What follows belongs to an exercise in optimizing a design on an open flow for small area and few clock cycles per item; a production flow would make more cautious choices. The RTL was checked by simulation tests, not by an equivalence proof against the original design.

## flow/design.v (module list and top-level ports; edited modules follow where they fit)
// module plc_regs: 34 lines
// module plc_front: 92 lines
// module plc_div: 2596 lines
// module plc_mul: 487 lines
// module piecewise_linear_interpolator_core: 86 lines
module piecewise_linear_interpolator_core (
    input  logic                                i_clk,
    input  logic                                i_rst_n,
    input  logic                                start,
    output logic                                busy,
    input  logic signed [plc_pkg::SAMPLE_W-1:0] i_sample_in,
    output logic                                o_done,
    output logic signed [plc_pkg::VALUE_W-1:0]  o_curve_value,
    output logic [plc_pkg::SEG_W-1:0]           o_segment_index,
    output logic                                o_zero_width_error,
    output logic                                o_overflow_flag,
    input  logic                                i_cfg_valid,
    output logic                                o_cfg_ready,
    input  logic [plc_pkg::CFG_IDX_W-1:0]       i_cfg_index,
    input  logic [plc_pkg::CFG_DATA_W-1:0]      i_cfg_data
);
  // ...
==> flow/flow/run.sh <==
#!/bin/bash
# Layout flow: the standard synthesis, then the combinational logic between the registers
# is mapped again by ABC with a delay-targeted script (registers, their names and cell types
# are kept as the standard synthesis made them), then the standard layout from floorplan on.
# Each tool's output goes to a log file of its own in the work folder.
set -euo pipefail
cd "$(dirname "$0")/.."
WORK=$(pwd)
R=$WORK/orfs/results/${FLOW_PLATFORM}/piecewise_linear_interpolator_core/base
LIB=$FLOW_HOME/platforms/${FLOW_PLATFORM}/lib/sky130_fd_sc_hd__tt_025C_1v80.lib
YOSYS=$(command -v yosys || echo "$FLOW_HOME/../tools/install/yosys/bin/yosys")

# 1. standard synthesis
bash standard.sh synth > "$WORK/flow_synth.log" 2>&1

# 2. remap the combinational logic
cp "$R/1_2_yosys.v" "$WORK/synth_standard.v"
SEQ=$(grep -o 'sky130_fd_sc_hd__[a-z0-9_]*' "$WORK/synth_standard.v" | sort -u \
      | grep -E '__(df|edf|sdf|dl|conb)' | tr '\n' ' ')
DU=$(sed -n 's/^ *\(sky130_fd_sc_hd__[a-z0-9_]*\).*$/-dont_use \1/p' "$WORK/flow/dont_use.txt" | tr '\n' ' ')
cat > "$WORK/remap.ys" <<EOT
read_liberty -ignore_miss_func $LIB
read_verilog -sv $WORK/synth_standard.v
hierarchy -top $FLOW_TOP
setattr -mod -set blackbox 1 $SEQ
flatten
hierarchy -top $FLOW_TOP
opt_clean -purge
abc -script $WORK/flow/remap.abc -liberty $LIB $DU
read_liberty -lib -ignore_redef $LIB
opt_clean -purge
setundef -zero
hilomap -singleton -hicell sky130_fd_sc_hd__conb_1 HI -locell sky130_fd_sc_hd__conb_1 LO
splitnets
opt_clean -purge
insbuf -buf sky130_fd_sc_hd__buf_4 A X
check -assert
tee -o $WORK/remap_stat.txt stat -liberty $LIB
write_verilog -noattr -nohex -nodec $WORK/synth_remapped.v
EOT
"$YOSYS" -l "$WORK/flow_remap.log" -q "$WORK/remap.ys" > /dev/null 2>&1
cp "$WORK/synth_remapped.v" "$R/1_2_yosys.v"
rm -f "$R/1_synth.odb" "$R/1_synth.sdc"

# 3. standard layout from the remapped netlist
bash standard.sh "BUFFER_PORTS_ARGS=-buffer_cell sky130_fd_sc_hd__buf_2" finish > "$WORK/flow_layout.log" 2>&1
test -f "$WORK/out/final.def"
==> flow/flow/dont_use.txt <==
sky130_fd_sc_hd__lpflow_bleeder_1
sky130_fd_sc_hd__lpflow_clkbufkapwr_1
sky130_fd_sc_hd__lpflow_clkbufkapwr_16
sky130_fd_sc_hd__lpflow_clkbufkapwr_2
sky130_fd_sc_hd__lpflow_clkbufkapwr_4
sky130_fd_sc_hd__lpflow_clkbufkapwr_8
sky130_fd_sc_hd__lpflow_clkinvkapwr_1
sky130_fd_sc_hd__lpflow_clkinvkapwr_16
sky130_fd_sc_hd__lpflow_clkinvkapwr_2
sky130_fd_sc_hd__lpflow_clkinvkapwr_4
sky130_fd_sc_hd__lpflow_clkinvkapwr_8
sky130_fd_sc_hd__lpflow_decapkapwr_12
sky130_fd_sc_hd__lpflow_decapkapwr_3
sky130_fd_sc_hd__lpflow_decapkapwr_4
sky130_fd_sc_hd__lpflow_decapkapwr_6
sky130_fd_sc_hd__lpflow_decapkapwr_8
sky130_fd_sc_hd__lpflow_inputiso0n_1
sky130_fd_sc_hd__lpflow_inputiso0p_1
sky130_fd_sc_hd__lpflow_inputiso1n_1
sky130_fd_sc_hd__lpflow_inputiso1p_1
sky130_fd_sc_hd__lpflow_inputisolatch_1
sky130_fd_sc_hd__lpflow_isobufsrc_1
sky130_fd_sc_hd__lpflow_isobufsrc_16
sky130_fd_sc_hd__lpflow_isobufsrc_2
sky130_fd_sc_hd__lpflow_isobufsrc_4
sky130_fd_sc_hd__lpflow_isobufsrc_8
sky130_fd_sc_hd__lpflow_isobufsrckapwr_16
sky130_fd_sc_hd__lpflow_lsbuf_lh_hl_isowell_tap_1
sky130_fd_sc_hd__lpflow_lsbuf_lh_hl_isowell_tap_2
sky130_fd_sc_hd__lpflow_lsbuf_lh_hl_isowell_tap_4
sky130_fd_sc_hd__lpflow_lsbuf_lh_isowell_4
sky130_fd_sc_hd__lpflow_lsbuf_lh_isowell_tap_1
sky130_fd_sc_hd__lpflow_lsbuf_lh_isowell_tap_2
sky130_fd_sc_hd__lpflow_lsbuf_lh_isowell_tap_4
sky130_fd_sc_hd__probe_p_8
sky130_fd_sc_hd__probec_p_8
==> flow/flow/remap.abc <==
strash
dch -f
map -D 6500
topo
stime -c
buffer -c
upsize -c
dnsize -c
==> flow/standard.sh <==
#!/bin/bash
# synth_recipe.tcl (not shown) runs the flow's synth.tcl, then flattens the netlist and writes it again
# the make line also repeats each setting of config.mk as NAME=value (left out here)
make -C /OpenROAD-flow-scripts/flow DESIGN_CONFIG=/design/flow/config.mk WORK_HOME=/design/flow/orfs CLKGATE_MAP_FILE= SYNTH_SCRIPT=/design/flow/synth_recipe.tcl "${@:-finish}"
==> flow/config.mk <==
export PLATFORM = sky130hd
export DESIGN_NAME = piecewise_linear_interpolator_core
export DESIGN_NICKNAME = piecewise_linear_interpolator_core
export VERILOG_FILES = /design/flow/design.v
export SDC_FILE = /design/flow/constraint.sdc
export NUM_CORES = 4
export LEC_CHECK = 0
export ABC_AREA = 1
export CAP_MARGIN = 20
export CORE_MARGIN = 2
export CORE_UTILIZATION = 40
export CTS_CLUSTER_DIAMETER = 100
export CTS_CLUSTER_SIZE = 24
export PLACE_DENSITY = 0.6
export SLEW_MARGIN = 20
==> flow/constraint.sdc <==
create_clock -name core_clock -period 10.0 [get_ports {i_clk}]
set_input_delay 2.0000 -clock core_clock [delete_from_list [all_inputs] [get_ports {i_clk}]]
set_output_delay 2.0000 -clock core_clock [all_outputs]
set_load 0.01 [all_outputs]
==> results.py, run 1 <==
metrics = {
    "clock_tree": {
        "cts.root.buffer_cell": "clkbuf_16",
        "cts_tree": "yes",
        "clk_latency_ps": 690,
    },
    "finish": {
        "final_cell_mix": "1568 x nor2_1, 1318 x nand2_1, 1152 x inv_1",
        "clock_area_share_pct": 2.459,
        "bufAreaShareNonClock_pct": 2.638,
        "fin_util_pct": 44.09,
    },
    "die": {
        "die_x_um": 366.4,
        "taps": 1742,
    },
    "worst_setup_path": {
        "rrSetupSlack_ps": 920,
        "cp-start-kind": "flop",
        "cp-endpoint": "o_curve_value[30]",
    },
    "grt": {
        "met1_usage_pct": 27.47,
        "use_met2_pct": 37.63,
    },
    "sta": {
        "fin_ws_ps": 507.0,
        "slew_headroom_pct": 28.73,
        "holdWs_ps": 307.5,
        "max_freq_ghz": 0.1053,
        "period_needed_ps": 9493,
    },
    "outcome": {
        "outcome": "complete, no violations",
    },
    "synthesis": {
        "ys_warn_count": 4,
        "synth_nets": 7907,
    },
}
Testbench counts, summed over its fixed seeds: cycles 17,024, items 16,000.
==> run 2: changes to the inputs <==
--- a/flow/flow/run.sh
+++ b/flow/flow/run.sh
@@ -18,4 +18,5 @@
 SEQ=$(grep -o 'sky130_fd_sc_hd__[a-z0-9_]*' "$WORK/synth_standard.v" | sort -u \
       | grep -E '__(df|edf|sdf|dl|conb)' | tr '\n' ' ')
+STOP=$(for c in $SEQ; do printf -- "-%s[Q,Q_N,D,DE,CLK,CLK_N,RESET_B,SET_B,SCD,SCE,HI,LO,GATE]:" "$c"; done | sed 's/:$//')
 DU=$(sed -n 's/^ *\(sky130_fd_sc_hd__[a-z0-9_]*\).*$/-dont_use \1/p' "$WORK/flow/dont_use.txt" | tr '\n' ' ')
 cat > "$WORK/remap.ys" <<EOT
@@ -24,5 +25,11 @@
 hierarchy -top $FLOW_TOP
 setattr -mod -set blackbox 1 $SEQ
+# the logic that feeds the output ports keeps the standard synthesis's mapping: ABC does not
+# see the output delay, so only the logic between registers is mapped again
+select -set outcone o:* %ci*:$STOP
+setattr -set keep_hierarchy 1 @outcone t:sky130_fd_sc_hd__* %i
+select -clear
 flatten
+setattr -mod -set blackbox 1 sky130_fd_sc_hd__*
 hierarchy -top $FLOW_TOP
 opt_clean -purge
@@ -44,4 +51,4 @@
 
 # 3. standard layout from the remapped netlist
-bash standard.sh "BUFFER_PORTS_ARGS=-buffer_cell sky130_fd_sc_hd__buf_2" finish > "$WORK/flow_layout.log" 2>&1
+bash standard.sh > "$WORK/flow_layout.log" 2>&1
 test -f "$WORK/out/final.def"
==> flow/flow/remap.abc (replaced) <==
strash
dc2
dch -f
map -D 6500
topo
stime -c
buffer -c
upsize -c
dnsize -c
strash
dc2
dch -f
map -D 6500
topo
stime -c
buffer -c
upsize -c
dnsize -c
--- a/flow/config.mk
+++ b/flow/config.mk
@@ -11,5 +11,5 @@
 export CORE_UTILIZATION = 40
 export CTS_CLUSTER_DIAMETER = 100
-export CTS_CLUSTER_SIZE = 24
+export CTS_CLUSTER_SIZE = 20
 export PLACE_DENSITY = 0.6
 export SLEW_MARGIN = 20
==> results.py, run 2 <==
metrics = {
    "outcome": {
        "outcome": "complete, no violations",
    },
    "sta": {
        "finalSetupViolations": 0,
        "fin_crit_sh_pct": 93.93,
        "skew_ps": 77.85,
        "holdWs_ps": 287.4,
        "slew_headroom_pct": 26.64,
        "period_needed_ps": 9393,
        "finalHoldViolations": 0,
        "max_freq_ghz": 0.1065,
        "tightest_slew_ps": 1094,
        "slew_viol_final": 0,
    },
    "run": {
        "drv_cap": 0,
    },
    "route": {
        "route.detailed.drc": 0,
        "met2_length_um": 71790,
        "met3_length_um": 8482,
        "wire_per_inst_um": 16.50,
        "wl_um": 151800,
        "routed.top_layer": "met5",
        "wl_met1_um": 67360,
        "vias": 47790,
        "dr.pass1.iters": 6,
        "avgViaCountPerCell": 5.194,
        "drtIter0Drc": 3506,
        "postRouteAntennaNets": 0,
    },
    "synthesis": {
        "ys_warn_count": 4,
        "synth_cells": 7261,
        "synth_nets": 7385,
        "syn_area_mm2": 0.05252,
        "syn_area_per_cell_um2": 7.233,
    },
    "clock_tree": {
        "clk_latency_ps": 710,
        "clkSlewWorstSetupHoldPaths_ps": 90,
        "cts_made_buffers": 47,
        "cts.sinks": 751,
        "cts.root.buffer_cell": "clkbuf_16",
        "cts_max_path_buffers": 3,
        "htreeDepth": 2,
        "cts_tree": "yes",
        "hold_buffers": 0,
    },
    "die": {
        "fp-row-count": 132,
        "io_pins": 97,
        "die-area_mm2": 0.1342,
        "start_util_pct": 40.41,
        "die_x_um": 366.4,
        "coreArea_mm2": 0.1300,
        "die_h_um": 366.4,
    },
    "finish": {
        "areaGrowthSynthToFinish_pct": 10.85,
        "finalInstanceArea_mm2": 0.05822,
        "final_cell_mix": "1707 x nand2_1, 864 x inv_1, 783 x nor2_1",
        "final_common_cell": "nand2_1",
        "fin_util_pct": 44.79,
        "final_layout_size_suffix_gt1_share_pct": 11.48,
        "layout.nets": 7553,
    },
    "placed_design": {
        "place.gp.congestion": 0.9618,
        "postPlaceCellArea_mm2": 0.05584,
        "dp_hpwl_um": 117500,
        "portBuffers": 95,
    },
    "worst_setup_path": {
        "worstPathMaxFanout": 5,
        "cp_slowest_cell": "clkdlybuf4s50_1",
        "crit_type": "reg2out",
        "cp_common_cell": "nand2_1",
        "slowest_delay_ps": 550,
        "cp-end-kind": "output pin",
        "crit_arrival_ps": 7390,
        "cp-start-kind": "flop",
        "critPathRequiredTime_ps": 8000,
    },
    "grt": {
        "grt_pass1_vias": 43850,
        "grt_start_max_net_pins": 34,
        "grt_antenna_before_repair": 3,
        "grt_overflow": 0,
        "grt_use_total_pct": 21.52,
        "grt_pass1_wl_um": 235500,
    },
    "min_path": {
        "hold_path.class": "reg2reg",
    },
}
-- run 2: metrics by stage --
step                std cells  setup slack, ps  setup TNS, ps
finish                   9201            607.2              0
global route             9200           -63.67          -1005
CTS                      9153            74.54              0
detailed placement       9075           -271.5         -787.7
global placement         9075           -281.1         -859.6
floorplan                7261             1174              0
-- run 2: area by class of cell --
cell class,instances,area (µm²)
antenna,1,2.502
clock buffer,66,1277
clock inverter,12,206.4
fill,13070,71760
inverter,922,3505
multi-input combinational,5433,31130
sequential,751,17320
tap,1742,2180
timing repair buffer,274,2594
-- run 2: worst paths after layout --
check	slack (ps)	from	end	cells past startpoint
worst max-delay path	610	u_div.p7_dvd[1]	o_curve_value[27]	44
worst min-delay path	290	u_div.p3_tag[1]	u_div.p4_tag[1]	0
worst max register to register	920	u_div.p3_dvs[0]	u_div.p4_rem[15]	64
worst min register to register	290	u_div.p3_tag[1]	u_div.p4_tag[1]	0
-- run 2: timing repair --
action	in CTS	in global routing
setup buffers	0	39
gates resized for setup	2	100
gates cloned	0	8
endpoints found under the setup margin	32	123
pin swaps	0	29
-- run 2: metal layers --
layer	vias to the layer above	track usage (%)
met5	-	0
met4	2	5.777
met3	254	2.401
met2	1294	37.32
met1	21930	28.25
li1	24310	-
-- run 2: critical path: cells and delay by family, from the launching register on --
family | cells | cell delay (ps)
AND/OR/NAND/NOR | 21 | 2070
flip-flops | 1 | 330
buffers and inverters | 5 | 920
AO/OA/AOI/OAI | 13 | 1890
XOR/XNOR | 1 | 220
adder cells (fa/ha/maj) | 4 | 1300
==> run 3: changes to the inputs <==
--- a/flow/flow/remap.abc
+++ b/flow/flow/remap.abc
@@ -17,2 +17,11 @@
 upsize -c
 dnsize -c
+strash
+dc2
+dch -f
+map -D 6500
+topo
+stime -c
+buffer -c
+upsize -c
+dnsize -c
==> results.py, run 3 <==
metrics = {
    "sta": {
        "fin_ws_ps": 566.9,
        "finalSetupViolations": 0,
        "tightest_slew_ps": 1020,
        "skew_ps": 74.02,
        "holdWs_ps": 296.6,
        "slew_viol_final": 0,
        "finalHoldViolations": 0,
        "max_freq_ghz": 0.1060,
        "fin_tns_setup_ps": 0,
        "fin_crit_sh_pct": 94.33,
        "slew_headroom_pct": 31.25,
        "period_needed_ps": 9433,
    },
    "grt": {
        "grt_overflow": 0,
        "grt_pass1_vias": 43470,
        "grt_antenna_before_repair": 0,
        "grt_use_total_pct": 21.34,
        "grt_pass1_wl_um": 234200,
        "grt_start_max_net_pins": 42,
    },
    "die": {
        "die_h_um": 367.5,
        "die_x_um": 367.5,
        "fp-row-count": 133,
        "io_pins": 97,
        "start_util_pct": 40.25,
        "coreArea_mm2": 0.1313,
        "die-area_mm2": 0.1350,
    },
    "route": {
        "vias": 47290,
        "postRouteAntennaNets": 0,
        "wl_um": 149100,
        "wire_per_inst_um": 16.26,
        "route.detailed.drc": 0,
        "dr.pass1.iters": 6,
        "drtIter0Drc": 3463,
        "avgViaCountPerCell": 5.157,
    },
    "worst_setup_path": {
        "cp-end-kind": "output pin",
        "cp_slowest_cell": "clkdlybuf4s50_1",
        "critPathRequiredTime_ps": 8000,
        "crit_start": "u_div.p7_dvd[1]",
        "cp_common_cell": "nand2_1",
        "crit_type": "reg2out",
        "cp-start-kind": "flop",
        "r2r-start": "u_div.p2_dvd[22]",
        "r2r_cells": 67,
        "r2r_end": "u_div.p3_rem[8]",
        "crit_arrival_ps": 7430,
        "slowest_delay_ps": 550,
        "worstPathMaxFanout": 8,
        "rrSetupSlack_ps": 930,
    },
    "finish": {
        "final_cell_mix": "1748 x nand2_1, 818 x inv_1, 739 x nor2_1",
        "fin_cells": 9170,
        "layout.nets": 7514,
        "areaGrowthSynthToFinish_pct": 10.36,
        "fill_cells": 13120,
        "finalInstanceArea_mm2": 0.05833,
        "fin_util_pct": 44.42,
        "final_layout_size_suffix_gt1_share_pct": 12.22,
        "final_common_cell": "nand2_1",
    },
    "clock_tree": {
        "cts_made_buffers": 47,
        "cts_max_path_buffers": 3,
        "hold_buffers": 0,
        "cts.root.buffer_cell": "clkbuf_16",
        "htreeDepth": 2,
        "clkSlewWorstSetupHoldPaths_ps": 90,
        "cts_tree": "yes",
        "cts.sinks": 751,
        "clk_latency_ps": 690,
    },
    "synthesis": {
        "ys_warn_count": 4,
        "synth_cells": 7201,
        "synth_nets": 7325,
        "syn_area_per_cell_um2": 7.339,
        "syn_area_mm2": 0.05285,
    },
    "placed_design": {
        "post-place-cells": 9069,
        "dp_slack_ps": -261.0,
        "portBuffers": 95,
        "dp_hpwl_um": 117900,
        "postPlaceCellArea_mm2": 0.05641,
        "place.gp.congestion": 0.9430,
    },
    "outcome": {
        "outcome": "complete, no violations",
    },
    "run": {
        "drv_cap": 0,
    },
    "min_path": {
        "hold_start": "u_front.r2_tag[1]",
        "hold_path_depth": 0,
        "holdPathEnd": "u_div.p1_tag[1]",
        "hold_path.class": "reg2reg",
    },
}
[run 3: metal layers]
layer	track usage [%]	part of all wire, %	up-vias
li1	-	-	24180
met1	28.04	45	21840
met2	36.96	48	1085
met3	2.274	4.6	190
met4	5.801	2.6	0
met5	0	0	-
[run 3: critical path, delay by kind of cell (launching register included)]
family,cells,cell delay (ps)
AOI/OAI and AO/OA,13,1910
xor gates and xnor gates,1,240
adders and majority gates,4,1330
buffers and inverters,4,810
DFF,1,330
and+or+nand+nor,21,2140
[run 3: how the worst max path moves through the flow]
stage / depth (start not counted) / to
after floorplan: 60 / u_front.r2_b[15]
after global placement: 58 / u_front.r2_b[15]
after detailed placement: 60 / u_front.r2_b[15]
after CTS: 43 / o_curve_value[24]
after global routing: 43 / o_curve_value[11]
final: 43 / o_curve_value[28]
[run 3: layout make-up]
cell class | instances | area, µm² | area share (%)
Antenna cell | 1 | 2.502 | 0.004290
Tap cell | 1755 | 2196 | 3.765
Multi-Input combinational cell | 5424 | 31470 | 53.95
Clock inverter | 12 | 167.7 | 0.2875
Inverter | 876 | 3417 | 5.859
Clock buffer | 61 | 1250 | 2.143
Timing Repair Buffer | 290 | 2514 | 4.310
Sequential cell | 751 | 17310 | 29.68
[run 3: what timing repair did]
action | in CTS | in global routing
cloned | 0 | 2
pin swaps | 0 | 20
buffers inserted | 0 | 25
endpoints found under the setup margin | 32 | 119
resized for setup | 4 | 72

static timing again, ports no longer ideal:
The flow's constraints put no driver on any port. The routed layouts listed below were extracted and timed again, unchanged, in two steps.
Step 1: set_driving_cell puts a clkbuf_16 on i_clk and a buf_2 on each other input, an assumption about the parent block.
Step 2 moves the port delays by t, midway between the first and last clock arrival at a register: inputs arrive t later, outputs are due t later. That takes back most of the time a late clock gives input paths.
Three values: ideal, step 1, step 2; two values: the first two.
run | t, ns | setup WS [ns] | slew at the worst register clock pin (ns)
run 1 | 0.730 | 0.507 / 0.429 / 0.769 | 0.10 / 0.10
run 2 | 0.746 | 0.607 / 0.531 / 0.092 | 0.09 / 0.09
run 3 | 0.725 | 0.567 / 0.496 / -0.030 | 0.09 / 0.09
Met with ideal ports but missed after step 2: setup timing in run 3. For run 3, which loses most, drivers alone change the setup slack by -0.071 ns; drivers and shift together by -0.597 ns.
